Source: an optimization exercise on an open RTL-to-GDS flow (aim: small area). Production flows keep margins and buffers that such runs may drop.
RTL that was checked went through simulation tests only; none was proved equivalent to the original.
No functional check of the RTL was part of runs 3 and 4.
No activity file was given, so power comes from the tool's default toggle rates.

--- flow/constraint.sdc ---
create_clock -name core_clock -period 10.0 [get_ports {clk}]
set_input_delay 2.0000 -clock core_clock [delete_from_list [all_inputs] [get_ports {clk}]]
set_output_delay 2.0000 -clock core_clock [all_outputs]
set_load 0.01 [all_outputs]
--- flow/design.v ---
package link_pkg;
    typedef logic [32-1:0] data_word_t;
    typedef struct packed {
        data_word_t           data;
        logic [5-1:0] inv;
    } link_word_t;
endpackage
package stats_pkg;
    typedef logic [11-1:0] bin_count_t;
    typedef struct packed {
        logic [5-1:0] max_bin;
        logic [22-1:0]     weighted_sum;
    } stats_report_t;
    typedef enum logic [1:0] {
        SCAN_IDLE,
        SCAN_RUN,
        SCAN_DONE
    } scan_state_e;
endpackage
module bi_link_top (
    input  logic        clk,
    input  logic        rst_n,
    input  logic        in_valid_i,
    input  logic [31:0] data_i,
    input  logic        report_req_i,
    output logic [36:0] link_o,
    output logic        link_valid_o,
    output logic [31:0] data_o,
    output logic        out_valid_o,
    output logic [26:0] report_o,
    output logic        report_valid_o
);
    localparam int NB = 18;    
    logic [31:0] raw_q;
    logic [4:0]  inv_q;
    logic [31:0] diff;
    logic [2:0]  dc [5];
    logic [4:0]  maj;
    logic [2:0]  tg [5];
    logic [4:0]  bin_d, bin_q;
    assign diff = data_i ^ raw_q;
    always_comb begin
        for (int s = 0; s < 5; s++) dc[s] = '0;
        for (int b = 0; b < 7; b++) dc[0] = dc[0] + 3'(diff[b]);
        for (int b = 7; b < 14; b++) dc[1] = dc[1] + 3'(diff[b]);
        for (int b = 14; b < 20; b++) dc[2] = dc[2] + 3'(diff[b]);
        for (int b = 20; b < 26; b++) dc[3] = dc[3] + 3'(diff[b]);
        for (int b = 26; b < 32; b++) dc[4] = dc[4] + 3'(diff[b]);
        for (int s = 0; s < 5; s++) begin
            maj[s] = dc[s][2];
            tg[s] = maj[s] ? 3'((s < 2 ? 8 : 7) - dc[s]) : dc[s];
        end
        bin_d = 5'(tg[0]) + 5'(tg[1]) + 5'(tg[2]) + 5'(tg[3]) + 5'(tg[4]);
    end
    always_ff @(posedge clk or negedge rst_n) begin
        if (!rst_n) begin
            raw_q        <= '0;
            inv_q        <= '0;
            link_valid_o <= 1'b0;
            data_o       <= '0;
            out_valid_o  <= 1'b0;
        end else begin
            if (in_valid_i) begin
                raw_q <= data_i;
                inv_q <= inv_q ^ maj;
            end
            link_valid_o <= in_valid_i;
            data_o       <= raw_q;
            out_valid_o  <= link_valid_o;
        end
    end
    always_ff @(posedge clk) begin
        bin_q <= bin_d;
    end
    assign link_o = {raw_q ^ {{6{inv_q[4]}}, {6{inv_q[3]}}, {6{inv_q[2]}},
                              {7{inv_q[1]}}, {7{inv_q[0]}}},
                     inv_q};
    logic [10:0] bins_q [NB];
    logic [NB-1:0] sat;
    logic        inc;
    always_comb begin
        for (int b = 0; b < NB; b++) sat[b] = &bins_q[b];
    end
    logic [NB-1:0] hit;
    always_comb begin
        for (int b = 0; b < NB; b++) hit[b] = (bin_q == 5'(b));
    end
    assign inc = link_valid_o && |(hit & ~sat);
    always_ff @(posedge clk or negedge rst_n) begin
        if (!rst_n) begin
            for (int b = 0; b < NB; b++) bins_q[b] <= '0;
        end else begin
            for (int b = 0; b < NB; b++) begin
                if (link_valid_o && hit[b] && !sat[b]) begin
                    bins_q[b] <= bins_q[b] + 1'b1;
                end
            end
        end
    end
    logic [4:0]  sc_q;
    logic [10:0] cnt;
    logic [10:0] run_max_q;
    logic [4:0]  max_idx_q;
    logic [18:0] wsum_q;
    logic [7:0]  skip_q;
    logic [4:0]  inc_b;
    logic        active, skip, done, first;
    logic [7:0]  skip_sum;
    logic [7:0]  w_add;
    always_comb begin
        cnt = '0;
        for (int b = 0; b < NB; b++) begin
            if (sc_q == 5'(b + 1)) cnt = bins_q[b];
        end
    end
    assign inc_b    = inc ? bin_q : 5'd0;
    assign active   = (sc_q != 5'd0);
    assign done     = (sc_q == 5'd22);
    assign first    = (sc_q == 5'd1);
    assign skip     = active && (bin_q < sc_q);
    assign skip_sum = skip_q + 8'(skip ? inc_b : 5'd0);
    assign w_add    = done ? skip_sum : 8'(skip ? 5'd0 : inc_b);
    always_ff @(posedge clk or negedge rst_n) begin
        if (!rst_n) begin
            sc_q           <= '0;
            wsum_q         <= '0;
            report_o       <= '0;
            report_valid_o <= 1'b0;
        end else begin
            wsum_q         <= wsum_q + 19'(w_add);
            report_valid_o <= done;
            if (done) begin
                report_o <= {max_idx_q, 3'b000, wsum_q};
                sc_q     <= '0;
            end else if (active || report_req_i) begin
                sc_q <= sc_q + 1'b1;
            end
        end
    end
    always_ff @(posedge clk) begin
        skip_q <= first ? 8'd0 : skip_sum;
        if (first) begin
            run_max_q <= cnt;
            max_idx_q <= '0;
        end else if (cnt > run_max_q) begin
            run_max_q <= cnt;
            max_idx_q <= sc_q - 1'b1;
        end
    end
endmodule
--- flow/config.mk ---
export PLATFORM = sky130hd
export DESIGN_NAME = bi_link_top
export DESIGN_NICKNAME = bi_link_top
export VERILOG_FILES = /design/flow/design.v
export SDC_FILE = /design/flow/constraint.sdc
export NUM_CORES = 4
export LEC_CHECK = 0
export CAP_MARGIN = 20
export CORE_MARGIN = 2
export CORE_UTILIZATION = 40
export SLEW_MARGIN = 20
--- flow/run.sh ---
#!/bin/bash
# synth_recipe.tcl (not shown) runs the flow's synth.tcl, then flattens the netlist and writes it again
# the make line also repeats each setting of config.mk as NAME=value (left out here)
make -C /OpenROAD-flow-scripts/flow DESIGN_CONFIG=/design/flow/config.mk WORK_HOME=/design/flow/orfs CLKGATE_MAP_FILE= SYNTH_SCRIPT=/design/flow/synth_recipe.tcl finish
==> results of run 1 <==
## worst register-to-register path, delay by kind of cell (launching register included)
kind | cells | cell delay [ns]
flip-flops | 1 | 0.64
AO/OA/AOI/OAI | 7 | 2.77
AND/OR/NAND/NOR | 3 | 1.68
buffers and inverters | 1 | 0.36
adder cells (fa/ha/maj) | 1 | 0.25
## state kept, by name (all words and copies together), names as in the netlist
| signal | count |
|---|---|
| bins_q | 198 |
| data_o | 32 |
| raw_q | 32 |
| report_o | 24 |
| wsum_q | 19 |
| run_max_q | 11 |
| skip_q | 8 |
| bin_q | 5 |
| inv_q | 5 |
| max_idx_q | 5 |
| sc_q | 5 |
| link_valid_o | 1 |
| out_valid_o | 1 |
| report_valid_o | 1 |
## final timing paths
| path | to | cells after the start | slack (ns) |
|---|---|---|---|
| min in group asynchronous | bins_q[15][10]$_DFFE_PN0P_ | 1 | 1.41 |
| setup / recovery | bin_q[3]$_DFF_P_ | 19 | 2.86 |
| setup reg to reg | run_max_q[1]$_DFFE_PP_ | 12 | 3.87 |
| max in group asynchronous | report_o[18]$_DFFE_PN0P_ | 2 | 7.15 |
| hold reg to reg | report_o[24]$_DFFE_PN0P_ | 2 | 0.44 |
| hold / removal | report_o[24]$_DFFE_PN0P_ | 2 | 0.44 |
## logic make-up (layout without fill, tap and decap cells)
family          count (synthesis)  after routing  synth area share [%]
flops                         347            347                 46.36
mux                            56             56                 3.326
xor+xnor                      265            265                 12.44
fa+ha+maj                      91             91                 7.109
other cells                     1              3               0.02010
buf+inv                       148            294                 3.206
simple gates                  626            626                 17.84
compound gates                260            260                 9.704
## layout make-up
type                       count  share of cell area (%)
multi-input combinational   1301                   43.01
clock inverter                17                  0.7828
tap                          607                   3.468
clock buffer                  59                   5.417
inverter                      71                   1.217
sequential                   347                   39.49
timing repair buffer         147                   6.611
## power breakdown
| group | internal (uW) | switching, uW |
|---|---|---|
| Sequential | 1710 | 312 |
| Combinational | 1330 | 1650 |
| Clock | 904 | 604 |
## layout by cell type (no fill, tap or decap), drive strengths merged, types with 10 or more instances in the layout
master	n
dfrtp	318
nand2	217
xnor2	135
xor2	130
clkdlybuf4s50	129
nor2	82
inv	72
ha	66
nand3	63
nand4	62
clkbuf	59
a21oi	51
mux2	48
nor3	48
o21ai	45
and3	34
fa	25
a221oi	19
and2	18
dfxtp	18
nor3b	18
buf	18
o22ai	16
and4	14
nand2b	13
a211oi	12
o221ai	12
edfxtp	11
a21o	10
clkinv	10
## routing by layer
metal,routed length (um),vias to the layer above
met5,0,-
met3,3903,91
met1,21250,6802
met2,21490,428
met4,1703,0
li1,-,6553
## metrics by stage
stage / power [uW] / util [%]
6_report: 6505 / 47.34
4_1_cts: 6595 / 47.33
3_3_place_gp: 4949 / 44.39
2_1_floorplan: 4016 / -
3_5_place_dp: 5043 / 44.39
5_1_grt: 7041 / 47.34
==> flow_summary.toml, run 1 <==
[outcome]
status = "no timing/DRC/antenna violations"

[clock_tree]
root_buffer = "clkbuf_16"
cts.sinks = 347
cts_buffers = 41
clock_latency_ns = 0.57
cts_resized = 0
postCtsSetupBuffers = 0
clk_pin_slew_ns = 0.06
clk_path_buf_depth = 3
cts_hold_buf = 0
htree_levels = 2
cts_tree = "done"

[final_layout]
antenna_cells = 0
area_growth_pct = 17.37
ff_latch_area_um2 = 8648
final_cells = 2549
drive_above_1_share_pct = 8.548
nNetsFinal = 2036
stdcell_area_um2 = 21900
multi_input_area_um2 = 9418
nFillCells = 4381

[power_and_ir_drop]
power_density_nw_per_um2 = 297.1
ir_drop_mv = 0.3527
leakagePower_uw = 0.009822

[critical_path]
required_ns = 10.44
crit_path_frequent_cell = "fa_1"
rr_startpoint = "sc_q[2]$_DFFE_PN0P_"
crit_type = "in2reg"
path_max_fanout = 2
critPathSlowestCell = "fa_1"
crit_path_start = "data_i[1]"
critical_path_buf_inv_count = 6
crit_family = "adder cells"
cp_cell_sequence = "clkdlybuf4s50_1 > xor2_1 > fa_1 > fa_1 > inv_1 > fa_1 > fa_1 > ha_1 > inv_1 > mux2i_1 > fa_1 > fa_1 > inv_1 > fa_1 > inv_1 > ha_1 > inv_1 > fa_1 > xnor2_1"
critPathArrivalTime_ns = 7.58
cpPeakStageDelay_ns = 0.54
start_kind = "primary input"
crit_path_end_kind = "flip-flop"

[yosys]
seq_area_frac_synth_pct = 46.36
synth_edf_count = 11
synth_top_area_cell = "dfrtp_1"
synthCells = 1794
ys_warn_count = 4
yosysUniqueCellTypes = 84
async_reset_ff_share_pct = 91.64
yosysTopAreaCellShare_pct = 42.65
ys_ff_latch = 347
synth_most_common_cell = "dfrtp_1"
synth_common_cells = "dfrtp_1 (318), nand2_1 (217), xnor2_1 (135), xor2_1 (130), nor2_1 (82)"
syn_area_per_cell_um2 = 10.40
syn-cell-area_um2 = 18660
synth_top_flop_cell = "dfrtp_1"
yosys-top-cells-area = "dfrtp_1 (43%), xnor2_1 (6.3%), xor2_1 (6.1%)"

[placed_design]
hpwl_um = 34780
port_buffers = 131
dp.cells = 2473
gp_congestion = 0.8852
place_area_um2 = 20540
dp_worst_setup_slack_ns = 2.196

[timing]
max_freq_mhz = 140.0
post-route-period-util_pct = 71.41
rsz0062_at_grt = "false"
fin_crit_ns = 7.141
setup_viol = 0
tightestPinTransition_ns = 1.012
hold_viol = 0
fin_skew_ns = 0.01978
setup_ws_ns = 2.859
max_slew_margin_pct = 32.54
fin_hold_ws_ns = 0.4420
tns_ns = 0
final_max_slew_viol_count = 0

[drt]
drc_errors = 0
routed_wirelength_um = 48350
wl_per_cell_um = 18.97
drtAntennaViolNets = 0
via_count = 13874
drtPass1Iterations = 5
viasPerCell = 5.443
drtIter0Drc = 958

[floorplan]
core_um2 = 46260
start_util_pct = 40.33
io_pins = 135
die_w_um = 220.0
die_h_um = 220.0
dieArea_um2 = 48380
row_count = 79

[global_route]
grt_pass1_wl_um = 78470
first_global_vias = 14039
grt_antenna_before_repair = 1
grt_usage_pct = 20.59
grt-ovfl-total = 0
use_met1_pct = 27.86
grt.busiest_layer = "met2"
grt_start_max_net_pins = 164
met3_usage_pct = 5.700
groute.layer.met2.usage_pct = 31.31

[min_path]
hold_path_class = "reg2reg"
min_from = "max_idx_q[2]$_SDFFE_PN0N_"

[job]
drv_cap = 0
==> run 2, diff against run 1 <==
--- a/flow/design.v
+++ b/flow/design.v
@@ -87,13 +87,16 @@
     end
     assign inc = link_valid_o && |(hit & ~sat);
+    logic [11:0] carry [NB];
+    always_comb begin
+        for (int b = 0; b < NB; b++) begin
+            carry[b][0] = link_valid_o & hit[b] & ~sat[b];
+            for (int i = 0; i < 11; i++) carry[b][i+1] = carry[b][i] & bins_q[b][i];
+        end
+    end
     always_ff @(posedge clk or negedge rst_n) begin
         if (!rst_n) begin
             for (int b = 0; b < NB; b++) bins_q[b] <= '0;
         end else begin
-            for (int b = 0; b < NB; b++) begin
-                if (link_valid_o && hit[b] && !sat[b]) begin
-                    bins_q[b] <= bins_q[b] + 1'b1;
-                end
-            end
+            for (int b = 0; b < NB; b++) bins_q[b] <= bins_q[b] ^ carry[b][10:0];
         end
     end
==> run 2 against run 1 <==
Compared with the run above: core utilization decreased by 0.17 points; clock skew up 0.0055 ns; critical path depth fell by 2; sequential power is 3% lower; largest cell class is now sequential cells; largest power group unchanged; critical path type unchanged; cell area shrank 5.4%.
==> flow_summary.toml, run 2 <==
[yosys]
syn-cell-area_um2 = 17690
ys_ff_latch = 347
yosysUniqueCellTypes = 77
synth_top_flop_cell = "dfrtp_1"
synth_edf_count = 11
synthCells = 1530
seq_area_frac_synth_pct = 48.89
synth_common_cells = "dfrtp_1 (318), ha_1 (228), nand2_1 (129), xor2_1 (79), nor2_1 (69)"
syn_area_per_cell_um2 = 11.56
ys_warn_count = 5
yosys-top-cells-area = "dfrtp_1 (45%), ha_1 (16%), xor2_1 (3.9%)"
synth_most_common_cell = "dfrtp_1"
synth_top_area_cell = "dfrtp_1"
async_reset_ff_share_pct = 91.64
yosysTopAreaCellShare_pct = 44.99

[clock_tree]
clock_latency_ns = 0.56
cts_buffers = 39
cts.sinks = 347
clk_pin_slew_ns = 0.06
htree_levels = 2
root_buffer = "clkbuf_16"
postCtsSetupBuffers = 0
cts_hold_buf = 0
cts_resized = 0
clk_path_buf_depth = 3
cts_tree = "done"

[job]
drv_cap = 0

[min_path]
min_from = "raw_q[11]$_DFFE_PN0P_"
whs_path_depth = 0
hold_path_class = "reg2reg"
min_to = "data_o[11]$_DFF_PN0_"

[final_layout]
final_cell_mix = "dfrtp_1 (318), ha_1 (228), nand2_1 (129), clkdlybuf4s50_1 (129), xor2_1 (79)"
largest_register_ffs = 198
regMostFlops = "bins_q"
drive_above_1_share_pct = 7.083
nNetsFinal = 1941
nFillCells = 4111
final_common_cell = "dfrtp_1"
area_growth_pct = 17.15
antenna_cells = 0
reg_top3 = "bins_q (198), data_o (32), raw_q (32)"

[floorplan]
io_pins = 135
core_um2 = 43930
dieArea_um2 = 45920
die_h_um = 214.3
row_count = 77
start_util_pct = 40.26
die_w_um = 214.3

[placed_design]
hpwl_um = 32580
port_buffers = 131
gp_congestion = 0.9407

[drt]
drc_errors = 0
wl_per_cell_um = 19.32
via_count = 12372
drtPass1Iterations = 6
routed_wirelength_um = 43890
viasPerCell = 5.445
drtAntennaViolNets = 0
drtIter0Drc = 851

[timing]
hold_viol = 0
final_max_slew_viol_count = 0
tightestPinTransition_ns = 1.177
fin_crit_ns = 7.016
fin_hold_ws_ns = 0.4511
tns_ns = 0
rsz0062_at_grt = "false"
max_freq_mhz = 142.5
post-route-period-util_pct = 70.16
max_slew_margin_pct = 20.56
setup_viol = 0
fin_skew_ns = 0.02524

[power_and_ir_drop]
seqPwrFrac_pct = 31.9
power_density_nw_per_um2 = 294.7
p_clk_share_pct = 22.1
combPwrFrac_pct = 46.0
p_sw_share_pct = 39.48
ir_drop_mv = 0.2405
p_switching_uw = 2411
leakagePower_uw = 0.01038
power.internal_uw = 3696

[global_route]
grt_usage_pct = 19.56
grt-ovfl-total = 0
first_global_vias = 12715
grt_antenna_before_repair = 0
grt_start_max_net_pins = 96
grt_pass1_wl_um = 71180

[critical_path]
rr_endpoint = "run_max_q[3]$_DFFE_PP_"
critPathArrivalTime_ns = 7.46
reg2reg_slack_ns = 4.40
path_max_fanout = 2
reg2reg_depth = 15
start_kind = "primary input"
rr_startpoint = "sc_q[0]$_DFFE_PN0P_"
crit_path_end_kind = "flip-flop"
required_ns = 10.44
crit_type = "in2reg"

[outcome]
status = "no timing/DRC/antenna violations"
[run 2: worst max-delay path by stage]
stage	from	end	slack, ns
floorplan	data_i[7]	bin_q[3]$_DFF_P_	3.02
global placement	data_i[7]	bin_q[2]$_DFF_P_	2.41
detailed placement	data_i[8]	bin_q[3]$_DFF_P_	2.34
CTS	data_i[8]	bin_q[3]$_DFF_P_	2.96
global route	data_i[7]	bin_q[3]$_DFF_P_	2.71
finish	data_i[8]	bin_q[3]$_DFF_P_	2.98
[run 2: stage by stage]
stage | std cells | area, um^2 | setup WS (ns) | util [%] | total power (uW)
after detailed placement | 2203 | 19530 | 2.340 | 44.45 | 4787
final | 2272 | 20720 | 2.984 | 47.17 | 6107
after CTS | 2272 | 20720 | 2.956 | 47.17 | 6178
after global placement | 2203 | 19530 | 2.411 | 44.45 | 4701
after floorplan | 1532 | 17700 | 3.023 | - | 3840
after global routing | 2272 | 20720 | 2.706 | 47.17 | 6651
[run 2: final cells by class]
type / instances / area (um^2) / area share (%)
Sequential cell: 347 / 8648 / 41.74
Inverter: 67 / 251.5 / 1.214
Clock buffer: 55 / 1097 / 5.296
Timing Repair Buffer: 145 / 1416 / 6.835
Clock inverter: 14 / 95.09 / 0.4589
Multi-Input combinational cell: 1052 / 8472 / 40.89
Tap cell: 592 / 740.7 / 3.575
[run 2: power by group through the flow]
stage	combinational [uW]	sequential [uW]	clock, uW
2_1_floorplan	1940	1900	0
3_3_place_gp	2730	1970	0
3_5_place_dp	2810	1970	0
4_1_cts	2840	1950	1390
5_1_grt	3230	1980	1440
6_report	2810	1950	1350
[run 2: routing by layer]
layer	part of all wire [%]	vias to the layer above	GRT usage, %
li1	-	5713	-
met1	45	6193	26.82
met2	45	370	30.54
met3	6.6	96	4.099
met4	3.5	0	7.500
met5	0	-	0
[run 2: cell families (layout without fill, tap and decap cells)]
logic type	Yosys count	in the layout	synth area share, %
AND/OR/NAND/NOR	427	427	12.46
flip-flops	347	347	48.89
adder cells (fa/ha/maj)	253	253	18.96
AO/OA/AOI/OAI	211	211	8.107
buffers and inverters	133	281	3.254
XOR/XNOR	121	121	5.991
multiplexers	37	37	2.320
other	1	3	0.02120
[run 2: critical path: stages]
cell             delay (ns)
clkdlybuf4s50_1        0.49
xor2_1                 0.20
fa_1                   0.47
fa_1                   0.54
inv_1                  0.05
fa_1                   0.43
fa_1                   0.47
ha_1                   0.30
mux2i_1                0.17
fa_1                   0.48
fa_1                   0.55
inv_1                  0.06
fa_1                   0.54
ha_1                   0.16
inv_1                  0.05
fa_1                   0.37
xnor2_1                0.14
==> run 3, diff against run 2 <==
--- a/flow/design.v
+++ b/flow/design.v
@@ -111,9 +111,14 @@
     logic [7:0]  skip_sum;
     logic [7:0]  w_add;
+    logic [NB-1:0] rd;
+    logic [10:0]   grp [NB/3];
     always_comb begin
-        cnt = '0;
-        for (int b = 0; b < NB; b++) begin
-            if (sc_q == 5'(b + 1)) cnt = bins_q[b];
+        for (int b = 0; b < NB; b++) rd[b] = (sc_q == 5'(b + 1));
+        for (int k = 0; k < NB/3; k++) begin
+            grp[k] = (bins_q[3*k]   & {11{rd[3*k]}})   |
+                     (bins_q[3*k+1] & {11{rd[3*k+1]}}) |
+                     (bins_q[3*k+2] & {11{rd[3*k+2]}});
         end
+        cnt = (grp[0] | grp[1] | grp[2]) | (grp[3] | grp[4] | grp[5]);
     end
     assign inc_b    = inc ? bin_q : 5'd0;
--- a/flow/config.mk
+++ b/flow/config.mk
@@ -9,3 +9,4 @@
 export CORE_MARGIN = 2
 export CORE_UTILIZATION = 40
+export CTS_BUF_LIST = sky130_fd_sc_hd__clkbuf_2 sky130_fd_sc_hd__clkbuf_4 sky130_fd_sc_hd__clkbuf_8
 export SLEW_MARGIN = 20
==> run 3 against run 2 <==
Compared with the run above: critical path type unchanged; still clean on timing, DRC and antenna; clock skew rose by 0.033 ns; worst hold slack worse by 0.045 ns; setup slack improved by 0.034 ns; non-clock buffer count unchanged; routed wire length shrank 4.0%; sequential share of layout area is 1.4 points higher; largest power group unchanged; die area shrank 5.0%; first-iteration DRC count fell by 2.5%; power decreased by 10%.
==> flow_summary.toml, run 3 <==
[global_route]
grt-ovfl-total = 0
grt_antenna_before_repair = 0
grt_pass1_wl_um = 67010
first_global_vias = 11691
grt_start_max_net_pins = 109
grt_usage_pct = 19.88

[drt]
met1_length_um = 18670
viasPerCell = 5.362
drtIter0Drc = 830
drtPass1Iterations = 5
dr.max_layer_used = "met4"
met3WireLength_um = 2808
drtAntennaViolNets = 0
met2_length_um = 19110
routed_wirelength_um = 42130
via_count = 11288
drc_errors = 0
wl_per_cell_um = 20.01

[min_path]
whs_path_depth = 0
min_from = "raw_q[2]$_DFFE_PN0P_"
hold_path_class = "reg2reg"
min_to = "data_o[2]$_DFF_PN0_"

[timing]
setup_viol = 0
fin_crit_ns = 6.982
final_max_slew_viol_count = 0
setup_ws_ns = 3.018
max_slew_margin_pct = 32.50
hold_viol = 0
post-route-period-util_pct = 69.82
rsz0062_at_grt = "false"
max_freq_mhz = 143.2
tightestPinTransition_ns = 1.009
fin_skew_ns = 0.05791
tns_ns = 0

[placed_design]
port_buffers = 131
dp.cells = 1994
dp_worst_setup_slack_ns = 2.266
gp_congestion = 0.9604
hpwl_um = 30980

[clock_tree]
clock_latency_ns = 0.67
postCtsSetupBuffers = 0
cts_resized = 0
root_buffer = "clkbuf_8"
cts_tree = "done"
cts_hold_buf = 0
htree_levels = 2
cts_buffers = 60
clk_path_buf_depth = 3
clk_pin_slew_ns = 0.06
cts.sinks = 347

[power_and_ir_drop]
fin_total_pwr_uw = 5492
leakagePower_uw = 0.01029
ir_drop_mv = 0.3006
power_density_nw_per_um2 = 274.1

[floorplan]
row_count = 75
dieArea_um2 = 43630
die_w_um = 208.9
core_um2 = 41670
io_pins = 135
die_h_um = 208.9
start_util_pct = 40.29

[final_layout]
largest_register_ffs = 198
nNetsFinal = 1807
final_core_util_pct = 48.09
final_cell_mix = "dfrtp_1 (318), ha_1 (228), clkdlybuf4s50_1 (129), nand2_1 (99), xor2_1 (85)"
drive_above_1_share_pct = 10.98
final_common_cell = "dfrtp_1"
final_cells = 2105
antenna_cells = 0
regMostFlops = "bins_q"
reg_top3 = "bins_q (198), data_o (32), raw_q (32)"
area_growth_pct = 19.35

[critical_path]
reg2reg_slack_ns = 4.30
critPathArrivalTime_ns = 7.54
start_kind = "primary input"
crit_path_end_kind = "flip-flop"
rr_startpoint = "bin_q[0]$_DFF_P_"
reg2reg_depth = 20
required_ns = 10.56
rr_endpoint = "wsum_q[17]$_DFF_PN0_"
path_max_fanout = 2
crit_type = "in2reg"

[yosys]
synth_top_flop_cell = "dfrtp_1"
synth_edf_count = 11
yosysTopAreaCellShare_pct = 47.40
ys_ff_latch = 347
syn-cell-area_um2 = 16790
synthCells = 1353
yosys-top-cells-area = "dfrtp_1 (47%), ha_1 (17%), xor2_1 (4.4%)"
async_reset_ff_share_pct = 91.64
synth_common_cells = "dfrtp_1 (318), ha_1 (228), nand2_1 (99), xor2_1 (85), inv_1 (54)"
ys_warn_count = 6
yosysUniqueCellTypes = 59
synth_most_common_cell = "dfrtp_1"
synth_top_area_cell = "dfrtp_1"
syn_area_per_cell_um2 = 12.41
seq_area_frac_synth_pct = 51.51

[outcome]
status = "no timing/DRC/antenna violations"

[job]
drv_cap = 0
==> run 3: cell count changes after synthesis, moves of 16 or more <==
cell and change:
o22ai_1 -16, o21ai_0 -26, a22oi_1 +30, nand2_1 -30, a22o_1 +20, nor2_1 -20
a21oi_1 -22
==> run 3: metrics by stage <==
step           hold WS (ns)  cell area, um^2
2_1_floorplan        0.4134            16800
3_3_place_gp         0.4231            18700
3_5_place_dp         0.4265            18700
4_1_cts              0.3887            20030
5_1_grt              0.4206            20040
6_report             0.4057            20040
==> run 3: how the worst max path moves through the flow <==
stage / start / to / slack, ns / cells after the start
after floorplan: data_i[7] / bin_q[3]$_DFF_P_ / 3.02 / 16
after global placement: data_i[7] / bin_q[2]$_DFF_P_ / 2.42 / 17
after detailed placement: data_i[7] / bin_q[3]$_DFF_P_ / 2.27 / 17
after CTS: data_i[7] / bin_q[3]$_DFF_P_ / 3.01 / 17
after global routing: data_i[8] / bin_q[3]$_DFF_P_ / 2.78 / 17
final: data_i[7] / bin_q[3]$_DFF_P_ / 3.02 / 17
==> run 3: layout make-up <==
type                            instances  area [um^2]
Clock inverter                          9        111.4
Multi-Input combinational cell        907         7754
Timing Repair Buffer                  145         1420
Tap cell                              539        674.4
Fill cell                            3809        21630
Inverter                               57        214.0
Clock buffer                          101         1215
Sequential cell                       347         8648
==> run 3: kinds of logic after synthesis <==
kind of cell	after synthesis	share of synthesized area, %
flip-flops	347	51.51
AND/OR/NAND/NOR	338	9.912
adder cells (fa/ha/maj)	253	19.97
AO/OA/AOI/OAI	160	7.669
XOR/XNOR	119	6.208
buffers and inverters	101	2.437
multiplexers	34	2.266
other	1	0.02234
==> run 3: critical path, stage by stage <==
cell             delay (ns)
clkdlybuf4s50_1        0.50
xor2_1                 0.22
fa_1                   0.46
fa_1                   0.55
inv_1                  0.06
fa_1                   0.43
fa_1                   0.46
ha_1                   0.30
mux2i_1                0.18
fa_1                   0.48
fa_1                   0.55
inv_1                  0.05
fa_1                   0.54
ha_1                   0.17
inv_1                  0.06
fa_1                   0.40
xnor2_1                0.14
==> run 3: report_power, final <==
part / switching (uW) / internal [uW] / leakage, uW / total (uW)
Combinational: 1160 / 988 / 0.00514 / 2150
Sequential: 279 / 1660 / 0.00445 / 1940
Clock: 586 / 813 / 0.000705 / 1400
Total: 2030 / 3460 / 0.0103 / 5490
==> run 3: per-layer routing <==
layer	up-vias	track usage, %
li1	5217	-
met2	353	31.21
met3	80	4.283
met5	-	0
met4	0	8.498
met1	5638	26.69
==> run 4, diff against run 3 <==
==> flow/flow/run.sh (new file) <==
#!/bin/bash
cd "$(dirname "$0")/.."
export BUFFER_PORTS_ARGS="-buffer_cell sky130_fd_sc_hd__buf_1"
bash standard.sh > standard_flow.log 2>&1
==> flow/standard.sh (new file) <==
#!/bin/bash
# synth_recipe.tcl (not shown) runs the flow's synth.tcl, then flattens the netlist and writes it again
# the make line also repeats each setting of config.mk as NAME=value (left out here)
make -C /OpenROAD-flow-scripts/flow DESIGN_CONFIG=/design/flow/config.mk WORK_HOME=/design/flow/orfs CLKGATE_MAP_FILE= SYNTH_SCRIPT=/design/flow/synth_recipe.tcl "${@:-finish}"
--- a/flow/config.mk
+++ b/flow/config.mk
@@ -9,4 +9,3 @@
 export CORE_MARGIN = 2
 export CORE_UTILIZATION = 40
-export CTS_BUF_LIST = sky130_fd_sc_hd__clkbuf_2 sky130_fd_sc_hd__clkbuf_4 sky130_fd_sc_hd__clkbuf_8
 export SLEW_MARGIN = 20
removed: flow/run.sh
==> run 4 against run 3 <==
Compared with the run above: highest routed layer unchanged; critical endpoint is now bin_q[2]$_DFF_P_; register-to-register slack got worse by 0.12 ns; still clean on timing, DRC and antenna; routed wire length fell by 1.9%; sequential power about the same; largest power group unchanged; global-route usage fell by 0.38 points; final cell count fell by 2.0%; core utilization decreased by 2.0 points; clock-buffer cell count fell by 35; non-clock buffer count decreased by 5.
==> flow_summary.toml, run 4 <==
[outcome]
status = "no timing/DRC/antenna violations"

[yosys]
syn-cell-area_um2 = 16790
ys_warn_count = 6
synth_top_area_cell = "dfrtp_1"
synthCells = 1353
synth_common_cells = "dfrtp_1 (318), ha_1 (228), nand2_1 (99), xor2_1 (85), inv_1 (54)"
yosys-top-cells-area = "dfrtp_1 (47%), ha_1 (17%), xor2_1 (4.4%)"
async_reset_ff_share_pct = 91.64
synth_most_common_cell = "dfrtp_1"
syn_area_per_cell_um2 = 12.41
seq_area_frac_synth_pct = 51.51
synth_edf_count = 11
synth_top_flop_cell = "dfrtp_1"
yosysUniqueCellTypes = 59
ys_ff_latch = 347
yosysTopAreaCellShare_pct = 47.40

[placed_design]
gp_congestion = 0.9373
hpwl_um = 30600
place_area_um2 = 17870
port_buffers = 131

[clock_tree]
cts_tree = "done"
clk_path_buf_depth = 3
htree_levels = 2
cts_resized = 0
cts_buffers = 40
clk_pin_slew_ns = 0.06
cts.sinks = 347
cts_hold_buf = 0
clock_latency_ns = 0.56
postCtsSetupBuffers = 0
root_buffer = "clkbuf_16"

[power_and_ir_drop]
p_sw_share_pct = 37.30
p_switching_uw = 2010
ir_drop_mv = 0.2385
p_clk_share_pct = 27.5
seqPwrFrac_pct = 36.0
combPwrFrac_pct = 36.6
power.internal_uw = 3379
leakagePower_uw = 0.009876
power_density_nw_per_um2 = 280.5

[timing]
fin_crit_ns = 6.660
fin_skew_ns = 0.02152
final_max_slew_viol_count = 0
fin_hold_ws_ns = 0.4325
tightestPinTransition_ns = 1.108
post-route-period-util_pct = 66.60
tns_ns = 0
max_slew_margin_pct = 25.89
hold_viol = 0
rsz0062_at_grt = "false"
setup_viol = 0
max_freq_mhz = 150.1

[critical_path]
crit_path_end_kind = "flip-flop"
crit_type = "in2reg"
critPathArrivalTime_ns = 7.12
path_max_fanout = 2
required_ns = 10.46
start_kind = "primary input"

[final_layout]
nNetsFinal = 1782
reg_top3 = "bins_q (198), data_o (32), raw_q (32)"
multi_input_area_um2 = 7754
largest_register_ffs = 198
area_growth_pct = 14.42
antenna_cells = 0
final_cell_mix = "dfrtp_1 (318), ha_1 (228), buf_1 (129), nand2_1 (99), xor2_1 (85)"
nFillCells = 3834
drive_above_1_share_pct = 7.617
regMostFlops = "bins_q"
ff_latch_area_um2 = 8648
stdcell_area_um2 = 19210
final_common_cell = "dfrtp_1"

[global_route]
first_global_vias = 11447
grt_pass1_wl_um = 65720
grt_antenna_before_repair = 0
grt-ovfl-total = 0
grt_start_max_net_pins = 172
grt_usage_pct = 19.49

[min_path]
hold_path_class = "reg2reg"

[floorplan]
io_pins = 135
die_w_um = 208.9
dieArea_um2 = 43630
die_h_um = 208.9
row_count = 75
start_util_pct = 40.29
core_um2 = 41670

[drt]
wl_per_cell_um = 20.04
viasPerCell = 5.430
drtPass1Iterations = 9
drtIter0Drc = 912
drtAntennaViolNets = 0
routed_wirelength_um = 41320
drc_errors = 0
via_count = 11196

[job]
drv_cap = 0
run 4: cell counts after synthesis:
Identical to the previous run, type by type.
run 4: power by group through the flow:
stage          clock [uW]  combinational (uW)  sequential, uW
2_1_floorplan           0                1490            1840
3_3_place_gp            0                1910            1950
3_5_place_dp            0                1980            1960
4_1_cts              1520                2010            1940
5_1_grt              1570                2310            1970
6_report             1480                1970            1940
run 4: kinds of logic (layout without fill, tap and decap cells):
family / after synthesis / in the layout / share of synthesized area, %
AND/OR/NAND/NOR: 338 / 338 / 9.912
multiplexers: 34 / 34 / 2.266
AO/OA/AOI/OAI: 160 / 160 / 7.669
flip-flops: 347 / 347 / 51.51
adder cells (fa/ha/maj): 253 / 253 / 19.97
XOR/XNOR: 119 / 119 / 6.208
buffers and inverters: 101 / 269 / 2.437
other: 1 / 3 / 0.02234
run 4: stage by stage:
step | power (uW) | util [%] | setup slack (ns) | std cells
2_1_floorplan | 3327 | - | 3.023 | 1355
4_1_cts | 5464 | 46.10 | 3.340 | 2062
3_3_place_gp | 3858 | 42.88 | 2.788 | 1990
3_5_place_dp | 3947 | 42.88 | 2.743 | 1990
5_1_grt | 5856 | 46.11 | 2.965 | 2062
6_report | 5388 | 46.11 | 3.340 | 2062
run 4: final timing paths:
path	startpoint	to	slack [ns]	cells past startpoint
max	data_i[7]	bin_q[2]$_DFF_P_	3.34	17
min	max_idx_q[4]$_SDFFE_PP0N_	report_o[26]$_DFFE_PN0P_	0.43	2
max reg2reg	bin_q[0]$_DFF_P_	wsum_q[17]$_DFF_PN0_	4.18	20
min reg2reg	max_idx_q[4]$_SDFFE_PP0N_	report_o[26]$_DFFE_PN0P_	0.43	2
max in group asynchronous	rst_n	data_o[1]$_DFF_PN0_	6.87	3
min in group asynchronous	rst_n	bins_q[7][7]$_DFF_PN0_	1.57	2
run 4: layout make-up:
cell class	count	share of cell area (%)
clock inverters	6	0.5732
inverters	57	1.114
clock buffers	66	6.396
flip-flops and latches	347	45.02
repair buffers	140	3.022
multi-input cells	907	40.36
well taps	539	3.511
run 4: routing by layer:
layer  GRT usage [%]  wire [um]  share of wire, %
met2           30.71      19050                46
met5               0          0                 0
met4           7.882       1508               3.6
met3           4.313       2715               6.6
met1           26.19      18040                44
run 4: critical path, stage by stage:
cell,delay (ns)
buf_1,0.09
xor2_1,0.18
fa_1,0.52
fa_1,0.54
inv_1,0.06
fa_1,0.44
fa_1,0.46
ha_1,0.31
mux2i_1,0.18
fa_1,0.47
fa_1,0.54
inv_1,0.05
fa_1,0.54
ha_1,0.17
inv_1,0.06
fa_1,0.48
inv_1,0.03
==> run 5, diff against run 4 <==
--- a/flow/design.v
+++ b/flow/design.v
@@ -49,7 +49,8 @@
         for (int s = 0; s < 5; s++) begin
             maj[s] = dc[s][2];
-            tg[s] = maj[s] ? 3'((s < 2 ? 8 : 7) - dc[s]) : dc[s];
+            tg[s] = {1'b0, dc[s][1:0] ^ {2{maj[s]}}};
         end
-        bin_d = 5'(tg[0]) + 5'(tg[1]) + 5'(tg[2]) + 5'(tg[3]) + 5'(tg[4]);
+        bin_d = 5'(tg[0]) + 5'(tg[1]) + 5'(tg[2]) + 5'(tg[3]) + 5'(tg[4])
+              + 5'(maj[0]) + 5'(maj[1]);
     end
     always_ff @(posedge clk or negedge rst_n) begin
--- a/flow/config.mk
+++ b/flow/config.mk
@@ -8,4 +8,7 @@
 export CAP_MARGIN = 20
 export CORE_MARGIN = 2
-export CORE_UTILIZATION = 40
+export CORE_UTILIZATION = 65
+export CTS_BUF_LIST = sky130_fd_sc_hd__clkbuf_8
+export CTS_CLUSTER_DIAMETER = 60
+export CTS_CLUSTER_SIZE = 15
 export SLEW_MARGIN = 20
==> run 5 against run 4 <==
Compared with the run above: core utilization grew 26 points; via count down 1.3%; combinational power is 13% lower; non-clock buffer count is 8 higher; largest cell class unchanged; highest routed layer unchanged.
==> flow_summary.toml, run 5 <==
[final_layout]
final_common_cell = "dfrtp_1"
area_growth_pct = 8.629
stdcell_area_um2 = 18000
final_cells = 1813
regMostFlops = "bins_q"
nNetsFinal = 1742
final_cell_mix = "dfrtp_1 (318), ha_1 (220), buf_1 (129), nand2_1 (100), xor2_1 (70)"
drive_above_1_share_pct = 6.811
nFillCells = 1886
antenna_cells = 0
reg_top3 = "bins_q (198), data_o (32), raw_q (32)"
largest_register_ffs = 198

[yosys]
yosysTopAreaCellShare_pct = 48.01
yosysUniqueCellTypes = 49
syn-cell-area_um2 = 16570
synth_common_cells = "dfrtp_1 (318), ha_1 (220), nand2_1 (100), xor2_1 (70), xnor2_1 (52)"
async_reset_ff_share_pct = 91.64
ys_warn_count = 6
synth_edf_count = 11
synth_most_common_cell = "dfrtp_1"
yosys-top-cells-area = "dfrtp_1 (48%), ha_1 (17%), xor2_1 (3.7%)"
syn_area_per_cell_um2 = 12.52
synth_top_flop_cell = "dfrtp_1"
synth_top_area_cell = "dfrtp_1"
seq_area_frac_synth_pct = 52.18
ys_ff_latch = 347
synthCells = 1324

[clock_tree]
cts.sinks = 347
cts_buffers = 30
clock_latency_ns = 0.62
clk_path_buf_depth = 3
cts_resized = 0
postCtsSetupBuffers = 0
clk_pin_slew_ns = 0.10
cts_hold_buf = 0
cts_tree = "done"
htree_levels = 1
root_buffer = "clkbuf_8"

[placed_design]
gp_congestion = 0.9364
port_buffers = 131
dp.cells = 1759
dp_worst_setup_slack_ns = 3.272
place_area_um2 = 17420
hpwl_um = 29230

[timing]
post-route-period-util_pct = 60.44
fin_skew_ns = 0.02014
tns_ns = 0
tightestPinTransition_ns = 1.088
max_freq_mhz = 165.4
setup_viol = 0
rsz0062_at_grt = "false"
fin_crit_ns = 6.044
setup_ws_ns = 3.956
hold_viol = 0
max_slew_margin_pct = 27.17
final_max_slew_viol_count = 0

[floorplan]
start_util_pct = 66.01
die_w_um = 163.7
io_pins = 135
core_um2 = 25110
die_h_um = 163.7
dieArea_um2 = 26790
row_count = 58

[global_route]
grt_pass1_wl_um = 61340
first_global_vias = 11060
grt_usage_pct = 29.85
grt_start_max_net_pins = 72
grt_antenna_before_repair = 0
grt-ovfl-total = 0

[critical_path]
start_kind = "primary input"
critPathArrivalTime_ns = 6.56
crit_path_end_kind = "flip-flop"
path_max_fanout = 2
required_ns = 10.52
crit_type = "in2reg"
reg2reg_depth = 19

[drt]
drtAntennaViolNets = 0
wl_per_cell_um = 21.35
routed_wirelength_um = 38700
drtPass1Iterations = 6
drtIter0Drc = 1041
drc_errors = 0
via_count = 11056
viasPerCell = 6.098

[power_and_ir_drop]
power_density_nw_per_um2 = 246.2
leakagePower_uw = 0.009312
ir_drop_mv = 0.2670

[job]
drv_cap = 0

[outcome]
status = "no timing/DRC/antenna violations"

[min_path]
hold_path_class = "reg2reg"
whs_path_depth = 2
==> run 5: changes by cell type after synthesis, moves of 9 or more <==
| cell | before | now |
|---|---|---|
| nor4_1 | 7 | 20 |
| inv_1 | 54 | 44 |
| a22oi_1 | 36 | 19 |
| xnor2_1 | 34 | 52 |
| nor2_1 | 49 | 40 |
| nand3_1 | 49 | 38 |
| xor2_1 | 85 | 70 |
==> run 5: layout make-up <==
cell class / instances / area (um^2) / area share (%)
timing repair buffer: 148 / 624.3 / 3.468
sequential: 347 / 8648 / 48.03
clock buffer: 32 / 440.4 / 2.446
clock inverter: 22 / 145.1 / 0.8061
inverter: 45 / 168.9 / 0.9381
multi-input combinational: 889 / 7565 / 42.02
tap: 330 / 412.9 / 2.293
==> run 5: worst paths after layout <==
check	endpoint	slack (ns)	startpoint
worst min register to register	report_o[23]$_DFFE_PN0P_	0.44	max_idx_q[1]$_SDFFE_PP0N_
worst max register to register	wsum_q[15]$_DFF_PN0_	4.67	bins_q[4][9]$_DFF_PN0_
min in group asynchronous	bins_q[3][8]$_DFF_PN0_	1.50	rst_n
max in group asynchronous	data_o[14]$_DFF_PN0_	6.40	rst_n
worst min-delay path	report_o[23]$_DFFE_PN0P_	0.44	max_idx_q[1]$_SDFFE_PP0N_
worst max-delay path	bin_q[3]$_DFF_P_	3.96	data_i[10]
==> run 5: cell families after synthesis <==
logic type / synth area share, %
mux: 2.174
other cells: 0.02262
flops: 52.18
fa+ha+maj: 19.63
buf+inv: 2.242
xor+xnor: 6.447
compound gates: 7.254
simple gates: 10.06
==> run 5: layer usage <==
metal	up-vias	routed length, um	track usage, %
met1	5499	16530	43.00
met2	437	17580	45.72
met4	0	994	7.895
li1	5045	-	-
met5	-	0	0
met3	75	3598	7.390
==> run 5: stage by stage <==
step / utilization [%] / hold WS (ns) / power (uW)
global route: 71.71 / 0.4688 / 4816
finish: 71.71 / 0.4364 / 4433
detailed placement: 69.37 / 0.4270 / 3655
CTS: 71.71 / 0.4403 / 4468
global placement: 69.37 / 0.4230 / 3571
floorplan: - / 0.4134 / 3140
==> run 5: power breakdown <==
group	internal (uW)	switching (uW)	leakage (uW)	total, uW
combinational	707	1000	0.00454	1710
sequential	1660	252	0.00445	1910
clock	328	484	0.000324	813
total	2700	1740	0.00931	4430
==> run 5: worst max-delay path: stages <==
cell and delay [ns]:
buf_1 0.09, xnor2_1 0.15, fa_1 0.56, fa_1 0.43, fa_1 0.37, inv_1 0.08
fa_1 0.40, xnor2_1 0.27, fa_1 0.47, fa_1 0.47, fa_1 0.49, inv_1 0.04
ha_1 0.21, fa_1 0.38, xor2_1 0.14
==> run 6, diff against run 5 <==
--- a/flow/config.mk
+++ b/flow/config.mk
@@ -9,6 +9,6 @@
 export CORE_MARGIN = 2
 export CORE_UTILIZATION = 65
-export CTS_BUF_LIST = sky130_fd_sc_hd__clkbuf_8
-export CTS_CLUSTER_DIAMETER = 60
-export CTS_CLUSTER_SIZE = 15
+export CTS_BUF_LIST = sky130_fd_sc_hd__clkbuf_16
+export CTS_CLUSTER_DIAMETER = 80
+export CTS_CLUSTER_SIZE = 30
 export SLEW_MARGIN = 20
==> run 6 against run 5 <==
Compared with the run above: synthesized cell count stayed put; maximum frequency is 1.5% lower; via count is 1.2% lower; clock-buffer cell count is 15 lower; clock skew is 0.0078 ns higher; register-to-register slack worse by 0.05 ns; setup slack worse by 0.091 ns; largest power group unchanged.
==> flow_summary.toml, run 6 <==
[yosys]
syn_area_per_cell_um2 = 12.52
synth_fa_ha_area_share_pct = 19.63
synth_top_area_cell = "dfrtp_1"
synth-simple-area-share_pct = 10.06
syn-cell-area_um2 = 16570
async_reset_ff_share_pct = 91.64
synth-compound-area-share_pct = 7.254
yosysTopAreaCellShare_pct = 48.01
seq_area_frac_synth_pct = 52.18
synth_most_common_cell = "dfrtp_1"
synth_edf_count = 11
yosys-top-cells-area = "dfrtp_1 (48%), ha_1 (17%), xor2_1 (3.7%)"
ys_ff_latch = 347
synthCells = 1324
synth_top_family_by_area = "adder cells"
synth_top_flop_cell = "dfrtp_1"
synth.area.mux_share_pct = 2.174
synth_xor_area_share_pct = 6.447
synth_common_cells = "dfrtp_1 (318), ha_1 (220), nand2_1 (100), xor2_1 (70), xnor2_1 (52)"
yosysUniqueCellTypes = 49
ys_warn_count = 6

[power_and_ir_drop]
combPwrFrac_pct = 38.4
ir_drop_mv = 0.2681
power_density_nw_per_um2 = 247.4
p_clk_share_pct = 18.6
p_sw_share_pct = 38.39
leakagePower_uw = 0.009263
power.internal_uw = 2739
seqPwrFrac_pct = 43.0
p_switching_uw = 1707

[final_layout]
regMostFlops = "bins_q"
largest_register_ffs = 198
nFillCells = 1872
ff_latch_area_um2 = 8648
drive_above_1_share_pct = 5.628
reg_top3 = "bins_q (198), data_o (32), raw_q (32)"
final_cell_mix = "dfrtp_1 (318), ha_1 (220), buf_1 (129), nand2_1 (100), xor2_1 (70)"
nNetsFinal = 1728
area_growth_pct = 8.394
final_common_cell = "dfrtp_1"
multi_input_area_um2 = 7565
antenna_cells = 0

[job]
drv_cap = 0

[critical_path]
crit_path_frequent_cell = "fa_1"
cp_cell_sequence = "buf_1 > xnor2_1 > fa_1 > inv_1 > fa_1 > fa_1 > inv_1 > fa_1 > xnor2_1 > fa_1 > fa_1 > fa_1 > inv_1 > ha_1 > fa_1 > xor2_1"
cp-endpoint = "bin_q[3]$_DFF_P_"
crit_path_end_kind = "flip-flop"
rr_startpoint = "bins_q[4][10]$_DFF_PN0_"
crit_path_start = "data_i[3]"
critical_path_buf_inv_count = 4
cp.depth = 16
cpPeakStageDelay_ns = 0.55
critPathArrivalTime_ns = 6.56
crit_type = "in2reg"
rr_endpoint = "wsum_q[15]$_DFF_PN0_"
path_max_fanout = 2
crit_family = "adder cells"
reg2reg_depth = 19
required_ns = 10.43
start_kind = "primary input"
reg2reg_slack_ns = 4.62
critPathSlowestCell = "fa_1"

[timing]
rsz0062_at_grt = "false"
post-route-period-util_pct = 61.36
max_freq_mhz = 163.0
final_max_slew_viol_count = 0
setup_viol = 0
fin_crit_ns = 6.136
max_slew_margin_pct = 32.31
fin_hold_ws_ns = 0.4407
tns_ns = 0
tightestPinTransition_ns = 1.012
hold_viol = 0
fin_skew_ns = 0.02797

[outcome]
status = "no timing/DRC/antenna violations"

[global_route]
grt_pass1_wl_um = 60720
grt_antenna_before_repair = 0
grt_usage_pct = 29.52
first_global_vias = 10916
grt-ovfl-total = 0
grt_start_max_net_pins = 72

[clock_tree]
cts_buffers = 16
cts_hold_buf = 0
clk_path_buf_depth = 3
cts_resized = 0
clk_pin_slew_ns = 0.11
cts.sinks = 347
root_buffer = "clkbuf_16"
cts_tree = "done"
clock_latency_ns = 0.53
postCtsSetupBuffers = 0
htree_levels = 1

[floorplan]
dieArea_um2 = 26790
die_h_um = 163.7
io_pins = 135
die_w_um = 163.7
start_util_pct = 66.01
core_um2 = 25110
row_count = 58

[drt]
drtPass1Iterations = 7
drc_errors = 0
via_count = 10918
drtAntennaViolNets = 0
routed_wirelength_um = 38320
drtIter0Drc = 1043
wl_per_cell_um = 21.44
viasPerCell = 6.110

[placed_design]
hpwl_um = 29230
port_buffers = 131
gp_congestion = 0.9364

[min_path]
hold_path_class = "reg2reg"
## run 6: cell counts after synthesis
Identical to the previous run, type by type.
## run 6: worst min path at each step
stage                                    from                  endpoint  cells after the start  slack [ns]
finish              max_idx_q[1]$_SDFFE_PP0N_  report_o[23]$_DFFE_PN0P_                      2        0.44
global route        max_idx_q[3]$_SDFFE_PP0N_  report_o[25]$_DFFE_PN0P_                      2        0.46
CTS                 max_idx_q[1]$_SDFFE_PP0N_  report_o[23]$_DFFE_PN0P_                      2        0.44
detailed placement  max_idx_q[1]$_SDFFE_PP0N_  report_o[23]$_DFFE_PN0P_                      2        0.43
global placement    max_idx_q[3]$_SDFFE_PP0N_  report_o[25]$_DFFE_PN0P_                      2        0.42
floorplan           max_idx_q[0]$_SDFFE_PP0N_  report_o[22]$_DFFE_PN0P_                      2        0.41
## run 6: tightest hold or removal path: stages (launching register included)
cell     delay [ns]
dfxtp_1        0.33
nand2_1        0.05
nand2_1        0.04
## run 6: stage by stage
step | cells | util [%] | setup slack, ns | area, um^2 | total power (uW)
finish | 1787 | 71.55 | 3.864 | 17970 | 4445
global route | 1787 | 71.55 | 3.671 | 17970 | 4821
CTS | 1787 | 71.55 | 3.823 | 17970 | 4484
detailed placement | 1759 | 69.37 | 3.272 | 17420 | 3655
global placement | 1759 | 69.37 | 3.320 | 17420 | 3571
floorplan | 1326 | - | 3.607 | 16580 | 3140
## run 6: area by class of cell
cell class	count	area share, %
flip-flops and latches	347	48.14
multi-input cells	889	42.11
repair buffers	148	3.475
clock buffers	17	2.368
well taps	330	2.298
inverters	45	0.9402
clock inverters	11	0.6755
## run 6: logic make-up (layout without fill, tap and decap cells)
kind of cell | after synthesis | after routing
other cells | 1 | 3
simple gates | 337 | 337
xor+xnor | 122 | 122
flops | 347 | 347
buf+inv | 90 | 221
mux | 32 | 32
fa+ha+maj | 245 | 245
compound gates | 150 | 150
## run 6: layer usage
layer  up-vias  global-route usage (%)  part of all wire [%]
met5         -                       0                     0
met3        56                   6.958                   8.5
met2       386                   45.78                    46
met1      5474                   42.36                    43
met4         0                   7.576                   2.7
li1       5002                       -                     -
## run 6: power groups by stage
stage / Combinational [uW] / Clock [uW] / Sequential [uW]
global placement: 1640 / 0 / 1930
detailed placement: 1720 / 0 / 1940
CTS: 1730 / 845 / 1910
global route: 1980 / 897 / 1940
finish: 1710 / 826 / 1910
floorplan: 1310 / 0 / 1830
==> run 7, diff against run 6 <==
==> flow/run.sh (new file) <==
#!/bin/bash
# synth_recipe.tcl (not shown) runs the flow's synth.tcl, then flattens the netlist and writes it again
# the make line also repeats each setting of config.mk as NAME=value (left out here)
make -C /OpenROAD-flow-scripts/flow DESIGN_CONFIG=/design/flow/config.mk WORK_HOME=/design/flow/orfs CLKGATE_MAP_FILE= SYNTH_SCRIPT=/design/flow/synth_recipe.tcl finish
removed: flow/flow/run.sh
removed: flow/standard.sh
==> run 7 against run 6 <==
Compared with the run above: flip-flop and latch count did not move; first-iteration DRC count decreased by 12%; maximum frequency fell by 7.7%.
==> flow_summary.toml, run 7 <==
[final_layout]
antenna_cells = 0
nNetsFinal = 1723
final_core_util_pct = 74.48
final_common_cell = "dfrtp_1"
reg_top3 = "bins_q (198), data_o (32), raw_q (32)"
largest_register_ffs = 198
stdcell_area_um2 = 18700
regMostFlops = "bins_q"
area_growth_pct = 12.83
final_cell_mix = "dfrtp_1 (318), ha_1 (220), clkdlybuf4s50_1 (129), nand2_1 (100), xor2_1 (70)"
drive_above_1_share_pct = 5.241
nFillCells = 1774

[min_path]
whs_path_depth = 2
hold_path_class = "reg2reg"

[clock_tree]
cts.sinks = 347
htree_levels = 1
cts_tree = "done"
cts_resized = 0
root_buffer = "clkbuf_16"
clock_latency_ns = 0.53
clk_path_buf_depth = 3
cts_buffers = 16
cts_hold_buf = 0
clk_pin_slew_ns = 0.11
postCtsSetupBuffers = 0

[drt]
routed_wirelength_um = 38690
viasPerCell = 6.190
wl_per_cell_um = 21.73
drtIter0Drc = 914
drtAntennaViolNets = 0
via_count = 11018
drc_errors = 0
drtPass1Iterations = 6

[yosys]
syn-cell-area_um2 = 16570
yosysTopAreaCellShare_pct = 48.01
seq_area_frac_synth_pct = 52.18
synthCells = 1324
async_reset_ff_share_pct = 91.64
ys_warn_count = 6
yosys-top-cells-area = "dfrtp_1 (48%), ha_1 (17%), xor2_1 (3.7%)"
synth_common_cells = "dfrtp_1 (318), ha_1 (220), nand2_1 (100), xor2_1 (70), xnor2_1 (52)"
synth_top_area_cell = "dfrtp_1"
synth_most_common_cell = "dfrtp_1"
ys_ff_latch = 347
synth_edf_count = 11
syn_area_per_cell_um2 = 12.52
yosysUniqueCellTypes = 49
synth_top_flop_cell = "dfrtp_1"

[timing]
post-route-period-util_pct = 66.47
setup_viol = 0
max_freq_mhz = 150.4
rsz0062_at_grt = "false"
tightestPinTransition_ns = 1.183
fin_crit_ns = 6.647
tns_ns = 0
fin_skew_ns = 0.01749
fin_hold_ws_ns = 0.4435
hold_viol = 0
max_slew_margin_pct = 20.86
final_max_slew_viol_count = 0

[floorplan]
die_h_um = 163.7
start_util_pct = 66.01
die_w_um = 163.7
io_pins = 135
row_count = 58
dieArea_um2 = 26790
core_um2 = 25110

[power_and_ir_drop]
power.internal_uw = 2878
power_density_nw_per_um2 = 249.9
ir_drop_mv = 0.3550
p_clk_share_pct = 16.6
combPwrFrac_pct = 42.4
p_sw_share_pct = 38.43
fin_total_pwr_uw = 4674
seqPwrFrac_pct = 41.0
p_switching_uw = 1796
leakagePower_uw = 0.009556

[critical_path]
crit_type = "in2reg"
start_kind = "primary input"
cp-endpoint = "bin_q[3]$_DFF_P_"
cpPeakStageDelay_ns = 0.50
reg2reg_slack_ns = 4.82
critPathSlowestCell = "fa_1"
rr_endpoint = "bin_q[3]$_DFF_P_"
cp_cell_sequence = "clkdlybuf4s50_1 > xnor2_1 > fa_1 > inv_1 > fa_1 > fa_1 > inv_1 > fa_1 > xnor2_1 > fa_1 > fa_1 > fa_1 > inv_1 > ha_1 > fa_1 > xor2_1"
crit_path_start = "data_i[1]"
crit_path_end_kind = "flip-flop"
required_ns = 10.42
critPathArrivalTime_ns = 7.07
crit_path_frequent_cell = "fa_1"
reg2reg_depth = 15
path_max_fanout = 2
rr_startpoint = "raw_q[3]$_DFFE_PN0P_"

[placed_design]
hpwl_um = 29130
place_area_um2 = 18210
gp_congestion = 0.9460
port_buffers = 131

[global_route]
grt_antenna_before_repair = 0
grt_usage_pct = 29.86
first_global_vias = 11166
grt_pass1_wl_um = 61330
grt-ovfl-total = 0
grt_start_max_net_pins = 177

[outcome]
status = "no timing/DRC/antenna violations"

[job]
drv_cap = 0
run 7: cell counts after synthesis:
No cell type changed its count.
run 7: final cells by class:
class | count | area [um^2] | share of cell area [%]
sequential | 347 | 8648 | 46.25
multi-input combinational | 889 | 7565 | 40.45
timing repair buffer | 143 | 1414 | 7.561
clock buffer | 17 | 425.4 | 2.275
tap | 330 | 412.9 | 2.208
inverter | 45 | 168.9 | 0.9033
clock inverter | 9 | 66.31 | 0.3546
run 7: logic make-up (layout without fill, tap and decap cells):
family                     count (synthesis)  after routing  share of synthesized area (%)
other                                      1              3                        0.02262
and+or+nand+nor                          337            337                          10.06
AOI/OAI and AO/OA                        150            150                          7.254
adders and majority gates                245            245                          19.63
DFF                                      347            347                          52.18
muxes                                     32             32                          2.174
buffers and inverters                     90            214                          2.242
xor gates and xnor gates                 122            122                          6.447
run 7: worst max-delay path, delay by kind of cell:
| family | cells | cell delay, ns |
|---|---|---|
| buffers and inverters | 4 | 0.67 |
| XOR/XNOR | 3 | 0.65 |
| adder cells (fa/ha/maj) | 9 | 3.75 |
run 7: power groups by stage:
stage	clock network (uW)	logic [uW]	registers, uW
after floorplan	0	1310	1830
after global placement	0	1790	1930
after detailed placement	0	1900	1940
after CTS	788	2020	1910
after global routing	833	2240	1950
final	775	1980	1920
run 7: through the flow:
stage          worst slack [ns]  instances
6_report                  3.353       1780
5_1_grt                   3.162       1780
4_1_cts                   3.290       1780
3_5_place_dp              2.860       1754
3_3_place_gp              2.953       1754
2_1_floorplan             3.607       1326
run 7: how the worst min path moves through the flow:
stage / start / to / slack, ns
CTS: max_idx_q[1]$_SDFFE_PP0N_ / report_o[23]$_DFFE_PN0P_ / 0.45
finish: max_idx_q[1]$_SDFFE_PP0N_ / report_o[23]$_DFFE_PN0P_ / 0.44
global route: raw_q[29]$_DFFE_PN0P_ / data_o[29]$_DFF_PN0_ / 0.48
detailed placement: max_idx_q[3]$_SDFFE_PP0N_ / report_o[25]$_DFFE_PN0P_ / 0.43
global placement: max_idx_q[3]$_SDFFE_PP0N_ / report_o[25]$_DFFE_PN0P_ / 0.42
floorplan: max_idx_q[0]$_SDFFE_PP0N_ / report_o[22]$_DFFE_PN0P_ / 0.41
run 7: metal layers:
metal / global-route usage, % / wire length, um / vias up
li1: - / - / 5002
met1: 41.16 / 16230 / 5554
met2: 46.14 / 17540 / 391
met3: 9.523 / 3845 / 71
met4: 8.014 / 1072 / 0
met5: 0 / 0 / -
==> run 8, diff against run 7 <==
==> flow/flow/run.sh (new file) <==
#!/bin/bash
# The standard layout, with two changes:
#  - synthesis is synth_recipe.tcl with an area-oriented ABC mapping script
#    (flow/area.abc); flip-flop mapping and naming are untouched
#  - port buffers use the smallest buffer cell
set -euo pipefail
cd "$(dirname "$0")/.."
W=$PWD
export AREA_ABC_SCRIPT=$W/flow/area.abc
export BUFFER_PORTS_ARGS="-buffer_cell sky130_fd_sc_hd__buf_1"
{ head -1 synth_recipe.tcl; cat flow/abc_hook.tcl; tail -n +2 synth_recipe.tcl; } > synth_area.tcl
sed "s#SYNTH_SCRIPT=[^ ]*#SYNTH_SCRIPT=$W/synth_area.tcl#" standard.sh > standard_area.sh
bash standard_area.sh > standard_flow.log 2>&1
==> flow/flow/abc_hook.tcl (new file) <==
# use an area-oriented ABC script for the technology mapping step
proc abc {args} {
  set i [lsearch $args -script]
  if {$i >= 0} { lset args [expr {$i + 1}] $::env(AREA_ABC_SCRIPT) }
  yosys abc {*}$args
}
==> flow/flow/area.abc (new file) <==
&get -n
&st
&syn2
&dch -f
&nf -a
&st
&syn2
&dch -f
&nf -a
&st
&syn2
&dch -f
&nf -a
&st
&syn2
&dch -f
&nf -a
&put
topo
stime -c
==> flow/standard.sh (new file) <==
#!/bin/bash
# synth_recipe.tcl (not shown) runs the flow's synth.tcl, then flattens the netlist and writes it again
# the make line also repeats each setting of config.mk as NAME=value (left out here)
make -C /OpenROAD-flow-scripts/flow DESIGN_CONFIG=/design/flow/config.mk WORK_HOME=/design/flow/orfs CLKGATE_MAP_FILE= SYNTH_SCRIPT=/design/flow/synth_recipe.tcl "${@:-finish}"
removed: flow/run.sh
==> run 8 against run 7 <==
Compared with the run above: core utilization is 2.0 points lower; first-iteration DRC count is 23% higher; final cell count is 1.1% lower.
==> flow_summary.toml, run 8 <==
[critical_path]
crit_path_end_kind = "flip-flop"
path_max_fanout = 5
start_kind = "primary input"
critPathArrivalTime_ns = 6.59
crit_type = "in2reg"
rr_startpoint = "bin_q[0]$_DFF_P_"
reg2reg_depth = 23
reg2reg_slack_ns = 3.87
required_ns = 10.42
rr_endpoint = "wsum_q[18]$_DFF_PN0_"

[timing]
tns_ns = 0
max_slew_margin_pct = 22.25
fin_skew_ns = 0.02689
final_max_slew_viol_count = 0
fin_crit_ns = 6.166
rsz0062_at_grt = "false"
post-route-period-util_pct = 61.66
hold_viol = 0
tightestPinTransition_ns = 1.162
setup_viol = 0
max_freq_mhz = 162.2

[final_layout]
reg_top3 = "bins_q (198), data_o (32), raw_q (32)"
largest_register_ffs = 198
ff_latch_area_um2 = 8648
drive_above_1_share_pct = 2.437
area_growth_pct = 9.031
nNetsFinal = 1707
antenna_cells = 0
final_cell_mix = "dfrtp_1 (318), ha_1 (220), nor2_1 (130), buf_1 (129), xor2_1 (74)"
final_common_cell = "dfrtp_1"
regMostFlops = "bins_q"
final_cells = 1760
nFillCells = 1786
multi_input_area_um2 = 7378

[power_and_ir_drop]
ir_drop_mv = 0.3297
p_clk_share_pct = 17.2
p_sw_share_pct = 38.95
power_density_nw_per_um2 = 253.5
power.internal_uw = 2736
combPwrFrac_pct = 39.0
leakagePower_uw = 0.009052
p_switching_uw = 1745
fin_total_pwr_uw = 4481
seqPwrFrac_pct = 43.8

[drt]
routed_wirelength_um = 36970
wl_per_cell_um = 21.01
drc_errors = 0
drtAntennaViolNets = 0
drtIter0Drc = 1124
drtPass1Iterations = 8
viasPerCell = 6.129
via_count = 10787

[placed_design]
port_buffers = 131
hpwl_um = 27940
gp_congestion = 0.9298
dp.cells = 1732

[clock_tree]
cts.sinks = 347
cts_resized = 0
htree_levels = 1
clock_latency_ns = 0.53
clk_pin_slew_ns = 0.10
root_buffer = "clkbuf_16"
clk_path_buf_depth = 3
cts_buffers = 16
cts_tree = "done"
postCtsSetupBuffers = 0
cts_hold_buf = 0

[yosys]
yosysUniqueCellTypes = 44
synth_top_flop_cell = "dfrtp_1"
synth_most_common_cell = "dfrtp_1"
yosys-top-cells-area = "dfrtp_1 (49%), ha_1 (17%), xor2_1 (4.0%)"
synth_common_cells = "dfrtp_1 (318), ha_1 (220), nor2_1 (130), xor2_1 (74), nand4_1 (49)"
yosysTopAreaCellShare_pct = 49.09
seq_area_frac_synth_pct = 53.35
ys_warn_count = 6
syn_area_per_cell_um2 = 12.79
synth_edf_count = 11
async_reset_ff_share_pct = 91.64
synth_top_area_cell = "dfrtp_1"
ys_ff_latch = 347
syn-cell-area_um2 = 16210
synthCells = 1267

[min_path]
hold_path_class = "reg2reg"
whs_path_depth = 0
min_from = "raw_q[10]$_DFFE_PN0P_"
min_to = "data_o[10]$_DFF_PN0_"

[global_route]
grt_usage_pct = 29.09
grt_start_max_net_pins = 79
grt_pass1_wl_um = 58900
grt-ovfl-total = 0
grt_antenna_before_repair = 0
first_global_vias = 10651

[floorplan]
io_pins = 135
core_um2 = 24390
dieArea_um2 = 26220
die_w_um = 161.9
die_h_um = 161.9
start_util_pct = 66.46
row_count = 57

[outcome]
status = "no timing/DRC/antenna violations"

[job]
drv_cap = 0
run 8: how the worst max path moves through the flow:
stage / from / to / cells after the start / slack, ns
6_report: data_i[3] / bin_q[3]$_DFF_P_ / 16 / 3.83
5_1_grt: bin_q[2]$_DFF_P_ / wsum_q[18]$_DFF_PN0_ / 23 / 3.34
4_1_cts: data_i[3] / bin_q[3]$_DFF_P_ / 16 / 3.79
3_5_place_dp: data_i[3] / bin_q[3]$_DFF_P_ / 16 / 3.24
3_3_place_gp: data_i[3] / bin_q[3]$_DFF_P_ / 16 / 3.31
2_1_floorplan: data_i[3] / bin_q[3]$_DFF_P_ / 15 / 3.56
run 8: routing by layer:
metal,part of all wire [%],GRT usage [%]
met2,43,42.86
met4,1.9,5.471
met5,0.20,2.083
met3,11,8.529
met1,44,43.57
run 8: worst max-delay path, stage by stage:
cell and delay (ns):
buf_1 0.09, xnor2_1 0.15, fa_1 0.55, clkinv_1 0.08, fa_1 0.49, fa_1 0.17, clkinv_1 0.08, fa_1 0.52
xnor2_1 0.23, fa_1 0.46, fa_1 0.46, fa_1 0.49, clkinv_1 0.06, ha_1 0.22, fa_1 0.38, xor2_1 0.15
run 8: cell families (layout without fill, tap and decap cells):
group | Yosys count | after routing | synth area share (%)
other | 1 | 3 | 0.02313
DFF | 347 | 347 | 53.35
xor gates and xnor gates | 122 | 122 | 6.592
buffers and inverters | 48 | 215 | 1.181
muxes | 33 | 33 | 2.285
and+or+nand+nor | 332 | 332 | 9.779
AOI/OAI and AO/OA | 139 | 139 | 6.723
adders and majority gates | 245 | 245 | 20.07
run 8: cell type report:
type | instances | share of cell area [%]
clock buffers | 17 | 2.407
clock inverters | 11 | 0.3894
inverters | 45 | 0.9557
multi-input cells | 874 | 41.75
flip-flops and latches | 347 | 48.93
well taps | 324 | 2.294
repair buffers | 142 | 3.278
run 8: metrics by stage:
stage / setup slack, ns / hold slack (ns) / instance area [um^2] / util (%)
after floorplan: 3.556 / 0.4212 / 16220 / -
after global placement: 3.306 / 0.4323 / 17180 / 70.44
after detailed placement: 3.236 / 0.4389 / 17180 / 70.44
after CTS: 3.788 / 0.4621 / 17670 / 72.46
after global routing: 3.338 / 0.4819 / 17670 / 72.46
final: 3.834 / 0.4602 / 17670 / 72.46
run 8: power by group through the flow:
stage	Clock, uW	Sequential, uW	Combinational [uW]
global route	833	1990	2030
floorplan	0	1930	1240
finish	773	1960	1750
global placement	0	1970	1690
detailed placement	0	1990	1770
CTS	790	1960	1780

[separate check: timing with driven ports]
Ports are ideal in the flow. The routed layouts listed here were re-timed in OpenROAD.
Step 1, drivers: a clkbuf_16 drives clk and a buf_2 each remaining input, both assumed.
Step 2 times the ports against the registers' clock, not the clock port: input delays grow and output delays shrink by t, the midpoint of the rising clock arrivals with the driver on.
a / b / c = no drivers / after step 1 / after step 2; a / b = the first two.
run | shift t [ns] | slack for setup (ns) | worst setup path after step 2 | worst slew at a driven data input, ns
run 1 | 0.611 | 2.859 / 2.892 / 2.281 | input to register | 0.06
run 2 | 0.604 | 2.984 / 3.017 / 2.413 | input to register | 0.08
run 3 | 0.697 | 3.018 / 3.045 / 2.348 | input to register | 0.07
run 4 | 0.607 | 3.340 / 3.372 / 2.765 | input to register | 0.05
run 5 | 0.653 | 3.956 / 3.978 / 3.325 | input to register | 0.05
run 6 | 0.572 | 3.864 / 3.892 / 3.320 | input to register | 0.05
run 7 | 0.571 | 3.353 / 3.376 / 2.805 | input to register | 0.06
run 8 | 0.564 | 3.834 / 3.860 / 3.297 | input to register | 0.04
After both steps setup and hold are still met in every run listed. The setup slack of run 3, which loses most, moves by +0.027 ns with the drivers and by -0.670 ns with both steps.
